Context: an optimization exercise on an open-source flow, tuned for small area, a short achievable clock period and few clock cycles per item. The choices shown serve that exercise and are no tape-out recipe. The RTL was checked by simulation tests, not by an equivalence proof against the original design. No activity file was given, so power comes from the tool's default toggle rates.

==> flow/design.v <==
`timescale 1ns / 1ps
`default_nettype none
package ptle_pkg;
	typedef enum logic [2:0] {
		OP_FIND   = 3'd0,
		OP_ADD    = 3'd1,
		OP_REMOVE = 3'd2,
		OP_TOUCH  = 3'd3,
		OP_UNLINK = 3'd4,
		OP_EVICT  = 3'd5
	} op_t;
	localparam logic [1:0] ST_OK      = 2'd0;
	localparam logic [1:0] ST_MISS    = 2'd1;
	localparam logic [1:0] ST_EMPTY   = 2'd2;
	localparam logic [1:0] ST_PINNED  = 2'd3;
	localparam int FILE_W = 8;
	localparam int PAGE_W = 16;
	localparam int MASK_W = 16;
endpackage
`default_nettype wire
`timescale 1ns / 1ps
`default_nettype none
module ptle_cell (
	input  wire                            clk,
	input  wire                            arst_n,
	input  wire [ptle_pkg::FILE_W-1:0]     wr_file,
	input  wire [ptle_pkg::PAGE_W-1:0]     wr_page,
	input  wire [ptle_pkg::FILE_W-1:0]     cmp_file,
	input  wire [ptle_pkg::PAGE_W-1:0]     cmp_page,
	input  wire                            wr_key,
	input  wire                            clr_valid,
	output logic                           eq,
	output logic                           valid,
	output logic [ptle_pkg::FILE_W-1:0]    kfile,
	output logic [ptle_pkg::PAGE_W-1:0]    kpage
);
	logic valid_q;
	logic [ptle_pkg::FILE_W-1:0] file_q;
	logic [ptle_pkg::PAGE_W-1:0] page_q;
	always_ff @(posedge clk or negedge arst_n) begin
		if (!arst_n) valid_q <= 1'b0;
		else if (wr_key) valid_q <= 1'b1;
		else if (clr_valid) valid_q <= 1'b0;
	end
	always_ff @(posedge clk) begin
		if (wr_key) begin
			file_q <= wr_file;
			page_q <= wr_page;
		end
	end
	assign eq    = file_q == cmp_file && page_q == cmp_page;
	assign valid = valid_q;
	assign kfile = file_q;
	assign kpage = page_q;
endmodule
`default_nettype wire
`timescale 1ns / 1ps
`default_nettype none
module page_table_lru_evictor_top (
	input  wire         clk,
	input  wire         arst_n,
	input  wire         in_valid,
	output logic        in_ready,
	input  wire  [2:0]  opcode,
	input  wire  [7:0]  file_id,
	input  wire  [15:0] page_number,
	input  wire  [3:0]  frame,
	input  wire  [15:0] pinned_mask,
	input  wire  [15:0] dirty_mask,
	output logic        out_valid,
	input  wire         out_ready,
	output logic [1:0]  status,
	output logic [3:0]  frame_out,
	output logic [7:0]  victim_file_id,
	output logic [15:0] victim_page_number,
	output logic        needs_writeback
);
	localparam int N = 16;
	logic        s1_v;
	logic [2:0]  op_q;
	logic [7:0]  fid_q;
	logic [15:0] pg_q;
	logic [3:0]  fr_q;
	logic [15:0] dirty_q;
	logic [N-1:0] eq_q;       
	logic        peq_q;      
	logic        padd_q;     
	logic [3:0]  pfr_q;      
	logic [N-1:0] vic_q;      
	logic        vfound_q;   
	logic        vlisted_q;  
	logic        busy_q;     
	logic        ready;      
	logic        exec;       
	logic        skid_v;
	assign in_ready = !busy_q;
	assign ready = !(s1_v && out_valid && skid_v);
	assign exec = s1_v && ready;
	logic is_find, is_add, is_remove, is_touch, is_unlink, is_evict;
	assign is_find   = op_q == ptle_pkg::OP_FIND;
	assign is_add    = op_q == ptle_pkg::OP_ADD;
	assign is_remove = op_q == ptle_pkg::OP_REMOVE;
	assign is_touch  = op_q == ptle_pkg::OP_TOUCH;
	assign is_unlink = op_q == ptle_pkg::OP_UNLINK;
	assign is_evict  = op_q == ptle_pkg::OP_EVICT;
	logic [N-1:0] fsel;
	assign fsel = N'(1) << fr_q;
	logic [N-1:0] eq_in, kvalid, wr_key, clr_valid;
	logic [7:0]  kfile [N];
	logic [15:0] kpage [N];
	for (genvar g = 0; g < N; g++) begin : g_cell
		ptle_cell u_cell (
			.clk(clk), .arst_n(arst_n),
			.wr_file(fid_q), .wr_page(pg_q),
			.cmp_file(file_id), .cmp_page(page_number),
			.wr_key(wr_key[g]), .clr_valid(clr_valid[g]),
			.eq(eq_in[g]), .valid(kvalid[g]), .kfile(kfile[g]), .kpage(kpage[g])
		);
	end
	logic [N-1:0] match, first;
	logic hit;
	always_comb begin
		for (int i = 0; i < N; i++)
			match[i] = kvalid[i] && (padd_q && pfr_q == 4'(i) ? peq_q : eq_q[i]);
	end
	always_comb begin
		logic seen;
		seen = 1'b0;
		for (int i = 0; i < N; i++) begin
			first[i] = match[i] && !seen;
			seen = seen || match[i];
		end
	end
	assign hit = |match;
	logic [3:0] hit_idx;
	always_comb begin
		hit_idx = '0;
		for (int i = 0; i < N; i++)
			if (first[i]) hit_idx = hit_idx | 4'(i);
	end
	logic ev_ok;
	assign ev_ok = vfound_q;
	logic [N-1:0] on_q, on_n;
	always_comb begin
		on_n = on_q;
		if (exec) begin
			if (is_touch) on_n = on_q | fsel;
			else if (is_unlink) on_n = on_q & ~fsel;
			else on_n = on_q & ~vic_q;
		end
	end
	logic [N-1:0] tsel;
	logic [N*N-1:0] newer_q, newer_n, newer;
	assign tsel = exec && is_touch ? fsel : '0;
	always_comb begin
		newer_n = newer_q;
		newer = '0;
		for (int i = 0; i < N; i++)
			for (int j = 0; j < N; j++)
				if (i < j) begin
					newer_n[i*N+j] = tsel[i] || (newer_q[i*N+j] && !tsel[j]);
					newer[i*N+j] = newer_n[i*N+j];
				end else if (i > j) begin
					newer[i*N+j] = !newer_n[j*N+i];
				end
	end
	logic [N-1:0] cand, vic_in;
	assign cand = opcode == ptle_pkg::OP_EVICT ? on_n & ~pinned_mask : '0;
	always_comb begin
		for (int v = 0; v < N; v++) begin
			vic_in[v] = cand[v];
			for (int j = 0; j < N; j++)
				if (j != v && cand[j] && !newer[j*N+v]) vic_in[v] = 1'b0;
		end
	end
	always_ff @(posedge clk or negedge arst_n) begin
		if (!arst_n) on_q <= '0;
		else on_q <= on_n;
	end
	for (genvar i = 0; i < N; i++) begin : g_row
		for (genvar j = i + 1; j < N; j++) begin : g_col
			always_ff @(posedge clk) newer_q[i*N+j] <= newer_n[i*N+j];
		end
	end
	always_ff @(posedge clk) begin
		if (ready) begin
			op_q      <= opcode;
			fid_q     <= file_id;
			pg_q      <= page_number;
			fr_q      <= frame;
			dirty_q   <= dirty_mask;
			eq_q      <= eq_in;
			peq_q     <= fid_q == file_id && pg_q == page_number;
			padd_q    <= s1_v && is_add;
			pfr_q     <= fr_q;
			vic_q     <= vic_in;
			vfound_q  <= |cand;
			vlisted_q <= |on_n;
		end
	end
	logic [N-1:0] skid_sel;   
	logic [1:0] skid_st;
	logic [3:0] skid_fr;
	logic       skid_wb;
	logic [N-1:0] ksel;
	always_comb begin
		if (skid_v) ksel = skid_sel;
		else ksel = vic_q & kvalid;
	end
	logic [3:0]  vidx;
	logic [7:0]  vfile;
	logic [15:0] vpage;
	logic        vdirty;
	always_comb begin
		vidx = '0; vfile = '0; vpage = '0;
		for (int i = 0; i < N; i++) begin
			if (vic_q[i]) vidx = vidx | 4'(i);
			if (ksel[i]) begin
				vfile = vfile | kfile[i];
				vpage = vpage | kpage[i];
			end
		end
	end
	assign vdirty = |(vic_q & dirty_q);
	assign wr_key = exec && is_add ? fsel : '0;
	assign clr_valid = exec && is_remove ? first : exec ? vic_q : '0;
	logic [1:0]  r_st;
	logic [3:0]  r_fr;
	logic        r_wb;
	always_comb begin
		r_st = ptle_pkg::ST_OK;
		r_fr = '0;
		r_wb = 1'b0;
		if (is_find || is_remove) begin
			if (!hit) r_st = ptle_pkg::ST_MISS;
			else if (is_find) r_fr = hit_idx;
		end else if (is_evict) begin
			if (!vlisted_q) r_st = ptle_pkg::ST_EMPTY;
			else if (!vfound_q) r_st = ptle_pkg::ST_PINNED;
			else begin
				r_fr = vidx;
				r_wb = vdirty;
			end
		end
	end
	logic pop;
	assign pop = out_valid && out_ready;
	logic s1_v_n, out_valid_n, skid_v_n;
	always_comb begin
		s1_v_n = ready ? in_valid : s1_v;
		out_valid_n = out_valid;
		skid_v_n = skid_v;
		if (pop) begin
			out_valid_n = skid_v || exec;
			skid_v_n = 1'b0;
		end else if (exec) begin
			if (out_valid) skid_v_n = 1'b1;
			else out_valid_n = 1'b1;
		end
	end
	always_ff @(posedge clk or negedge arst_n) begin
		if (!arst_n) begin
			s1_v      <= 1'b0;
			busy_q    <= 1'b0;
			out_valid <= 1'b0;
			skid_v    <= 1'b0;
		end else begin
			s1_v      <= s1_v_n;
			busy_q    <= s1_v_n && out_valid_n && skid_v_n;
			out_valid <= out_valid_n;
			skid_v    <= skid_v_n;
		end
	end
	always_ff @(posedge clk) begin
		if (!out_valid || out_ready) begin
			if (skid_v) {status, frame_out, needs_writeback} <= {skid_st, skid_fr, skid_wb};
			else {status, frame_out, needs_writeback} <= {r_st, r_fr, r_wb};
			victim_file_id <= vfile;
			victim_page_number <= vpage;
		end
		if (!skid_v && out_valid && !out_ready) begin
			{skid_st, skid_fr, skid_wb} <= {r_st, r_fr, r_wb};
			skid_sel <= ksel;
		end
	end
endmodule
`default_nettype wire
Settings: LEC_CHECK=0, CAP_MARGIN=20, CORE_MARGIN=2, CORE_UTILIZATION=30, CTS_BUF_LIST=sky130_fd_sc_hd__clkbuf_8 sky130_fd_sc_hd__clkbuf_16, CTS_CLUSTER_DIAMETER=60, CTS_CLUSTER_SIZE=20, SETUP_SLACK_MARGIN=4.4, SLEW_MARGIN=20; clock period 7.0 ns.
run.sh (not shown) runs the stock make flow with config.mk's settings and CLKGATE_MAP_FILE= SYNTH_SCRIPT=/design/flow/synth_recipe.tcl, a recipe that flattens the netlist after the stock synthesis.
The baseline ran to the end with no violations.
Testbench counts at the start, summed over its fixed seeds: cycles 32,016, items 32,000.
==> next run, changes <==
CTS_BUF_LIST = sky130_fd_sc_hd__clkbuf_16   (was sky130_fd_sc_hd__clkbuf_8 sky130_fd_sc_hd__clkbuf_16)
After rerunning:
- The changed run produced a clean layout
- setup slack is unchanged
- area after synthesis does not change
- power is unchanged
- via count is unchanged
- synthesized cell count stays the same
- die area does not change
- cell area is unchanged
- global-route usage does not change
- routed wire length stays the same
- critical path depth stays the same
- worst hold slack is unchanged
==> next run, changes <==
CORE_UTILIZATION = 40   (was 30)
Via count grows by 5.2%.
Synthesized cell count stays the same.
Synthesized area stays the same.
Worst setup slack degrades by 0.17 ns.
Utilization increases by 16 points.
Sequential power stays flat.
Hold slack hardly moves.
Global-route usage went up by 10 points.
Power climbs by about 13%.
Sequential share of layout area went down by 2.7 points.
==> next run, changes <==
CORE_UTILIZATION = 30   (was 40)
SETUP_SLACK_MARGIN = 4.2   (was 4.4)
The changed run passed the timing, design-rule and antenna checks. Synthesized area is unchanged. Count of clock-buffer cells in the layout came out lower by 21. Register-to-register slack gets better by 0.04 ns. Cell count came out higher by a few percent. Fmax came out lower slightly. Utilization came out lower by 16 points. Worst hold slack gets worse by 0.012 ns.

========
Starts from the design.v that is shown in full above.
Settings: LEC_CHECK=0, CAP_MARGIN=20, CORE_MARGIN=2, CORE_UTILIZATION=30, CTS_BUF_LIST=sky130_fd_sc_hd__clkbuf_16, CTS_CLUSTER_DIAMETER=50, CTS_CLUSTER_SIZE=16, SETUP_SLACK_MARGIN=4.4, SLEW_MARGIN=20; clock period 7.0 ns.
The baseline completed without violations.
Testbench counts at the start, summed over its fixed seeds: cycles 32,016, items 32,000.
Edit:
- CTS_BUF_LIST: sky130_fd_sc_hd__clkbuf_16 -> default
- CTS_CLUSTER_DIAMETER: 50 -> default
- CTS_CLUSTER_SIZE: 16 -> default
- SETUP_SLACK_MARGIN: 4.4 -> 4.6
The new run produced a clean layout. Die area is unchanged. Design area goes up by 3.9%. Routed wire length grows by 0.34%.
Edit:
- SETUP_SLACK_MARGIN: 4.6 -> 4.4
Outcome:
- The new run finished with timing, DRC and antenna clean
- non-clock buffer count decreases by 72
- synthesized cell count stays the same
- worst hold slack is about the same
- sequential power is about the same
- final cell count decreases by 1.7%
- sequential share of layout area increases by 1.8 points
- maximum frequency increases by 4.3%
- clock skew decreases by 0.015 ns
- worst setup slack improves by 0.12 ns
- power decreases by 0.61%
- wire length decreases by 1.4%
Edit:
- CTS_BUF_LIST: default -> sky130_fd_sc_hd__clkbuf_16
- CTS_CLUSTER_DIAMETER: default -> 70
- CTS_CLUSTER_SIZE: default -> 26
=>
- routed wire length is about the same
- design area fell by a few percent
- utilization shrinks by 1.1 points
- count of clock-buffer cells in the layout went down by 58
- worst hold slack improved by 0.024 ns
- area after synthesis does not change
- worst setup slack loses 0.058 ns
- total power fell by roughly a tenth
Edit:
- CTS_CLUSTER_DIAMETER: 70 -> 60
- CTS_CLUSTER_SIZE: 26 -> 20
- PLACE_DENSITY: default -> 0.75
Outcome:
- fmax decreases by 2.8%
- first-iteration DRC count increases by 4.0%
- setup slack is worse by 0.078 ns
- design area decreases by 0.51%
- flip-flop and latch count stays the same

========
middle:
page_table_lru_evictor_top, a different RTL version from the one above (not shown whole).
Size in the first run: roughly 2,500 cells after synthesis, about 690 flip-flops, about 100 I/O pins, about 0.032 mm2 of cells after synthesis.
// page_table_lru_evictor_top
module page_table_lru_evictor_top (
	input  wire         clk,
	input  wire         arst_n,
	input  wire         in_valid,
	output logic        in_ready,
	input  wire  [2:0]  opcode,
	input  wire  [7:0]  file_id,
	input  wire  [15:0] page_number,
	input  wire  [3:0]  frame,
	input  wire  [15:0] pinned_mask,
	input  wire  [15:0] dirty_mask,
	output logic        out_valid,
	input  wire         out_ready,
	output logic [1:0]  status,
	output logic [3:0]  frame_out,
	output logic [7:0]  victim_file_id,
	output logic [15:0] victim_page_number,
	output logic        needs_writeback
);
	localparam int N = 16;
	localparam int RW = 31;
	logic        s1_v;
	logic [2:0]  op_q;
	logic [7:0]  fid_q;
	logic [15:0] pg_q;
	logic [3:0]  fr_q;
	logic [15:0] dirty_q;
	logic [N-1:0] eq_q;       
	logic        peq_q;      
	logic        padd_q;     
	logic [3:0]  pfr_q;      
	logic [N-1:0] vic_q;      
	logic        vfound_q;   
	logic        vlisted_q;  
	logic        ready_q;    
	logic        exec;       
	assign in_ready = ready_q;
	assign exec = s1_v && ready_q;
	logic is_find, is_add, is_remove, is_touch, is_unlink, is_evict;
	assign is_find   = op_q == ptle_pkg::OP_FIND;
	assign is_add    = op_q == ptle_pkg::OP_ADD;
	assign is_remove = op_q == ptle_pkg::OP_REMOVE;
	assign is_touch  = op_q == ptle_pkg::OP_TOUCH;
	assign is_unlink = op_q == ptle_pkg::OP_UNLINK;
	assign is_evict  = op_q == ptle_pkg::OP_EVICT;
	logic [N-1:0] fsel;
	assign fsel = N'(1) << fr_q;
	logic [N-1:0] eq_in, kvalid, wr_key, clr_valid;
	logic [7:0]  kfile [N];
	logic [15:0] kpage [N];
	for (genvar g = 0; g < N; g++) begin : g_cell
		ptle_cell u_cell (
			.clk(clk), .arst_n(arst_n),
			.wr_file(fid_q), .wr_page(pg_q),
			.cmp_file(file_id), .cmp_page(page_number),
			.wr_key(wr_key[g]), .clr_valid(clr_valid[g]),
			.eq(eq_in[g]), .valid(kvalid[g]), .kfile(kfile[g]), .kpage(kpage[g])
		);
	end
	logic [N-1:0] match, first;
	logic hit;
	always_comb begin
		for (int i = 0; i < N; i++)
			match[i] = kvalid[i] && (padd_q && pfr_q == 4'(i) ? peq_q : eq_q[i]);
	end
	assign first = match & ~(match - 1'b1);
	assign hit = |match;
	logic [3:0] hit_idx;
	always_comb begin
		hit_idx = '0;
		for (int i = 0; i < N; i++)
			if (first[i]) hit_idx = hit_idx | 4'(i);
	end
	logic ev_ok;
  ...
clock: 7.0 ns
lec_check: 0
cap_margin: 20
core_margin: 2
core_utilization: 30
setup_slack_margin: 4.3
slew_margin: 20
Testbench counts of middle, summed over its fixed seeds: cycles 32,016, items 32,000.
Changes in north relative to middle:
- setting TNS_END_PERCENT to 5 for the first time
- setting CTS_BUF_LIST to sky130_fd_sc_hd__clkbuf_4 sky130_fd_sc_hd__clkbuf_8 for the first time
### Flow results
north ends up with a share of the core filled with cells in the final layout that is 2.6 points lower than in middle. north does better than middle on global-route wire length before repair. Met2 routing resource usage after global routing: north lower than middle. Across both runs, maximum frequency was lower for north than for middle. The end point of the critical path comes out eq_q[5] in one run and vic_q[12] in the other, namely in north and middle respectively. Overall power consumption: north better than middle. north ended with less setup slack of the critical path after layout than middle. Comparing middle and north, worst relative slew slack is lower on north. Non-clock buffer count, middle and north: higher on middle.

-- afterwards: timing with drivers on the ports --
In the flow no input, the clock included, has a driving cell. The finished layouts below were timed again as built, in two steps.
Step 1, drivers: a clkbuf_16 drives clk and a buf_2 each remaining input, both assumed.
Step 2 adds t to the input delays and takes it off the output delays; t is the mean of the earliest and latest rising clock arrival at the registers after step 1. Input paths then give back, and output paths get back, about the clock's delay inside the block.
Slacks: ideal ports / drivers / drivers and shift; pairs: ideal ports / drivers.
run	t, ns	slack for setup (ns)	worst setup path after step 2	clock arrival spread, ns	cell pins on the clock port's net
the first run of note 1	0.694	4.302 / 4.267 / 3.671	input to register	0.039 / 0.039	1
the second run of note 1	0.694	4.302 / 4.267 / 3.671	input to register	0.039 / 0.039	1
the third run of note 1	0.681	4.130 / 4.130 / 3.550	input to register	0.061 / 0.061	1
the fourth run of note 1	0.699	4.121 / 4.151 / 3.452	input to register	0.048 / 0.048	1
the first run of note 2	0.727	4.289 / 4.267 / 3.630	input to register	0.036 / 0.036	1
the second run of note 2	0.700	4.173 / 4.173 / 3.631	input to register	0.038 / 0.037	1
the third run of note 2	0.691	4.289 / 4.289 / 3.680	input to register	0.023 / 0.023	1
the fourth run of note 2	0.678	4.230 / 4.230 / 3.695	input to register	0.030 / 0.030	1
the fifth run of note 2	0.675	4.152 / 4.152 / 3.553	input to register	0.024 / 0.025	1
middle	0.695	4.080 / 4.054 / 3.594	input to register	0.039 / 0.039	1
north	0.816	3.832 / 3.861 / 3.045	input to register	0.044 / 0.044	1
After both steps setup and hold are still met in every run listed. The setup slack of north, which loses most, moves by +0.029 ns with the drivers and by -0.787 ns with both steps.
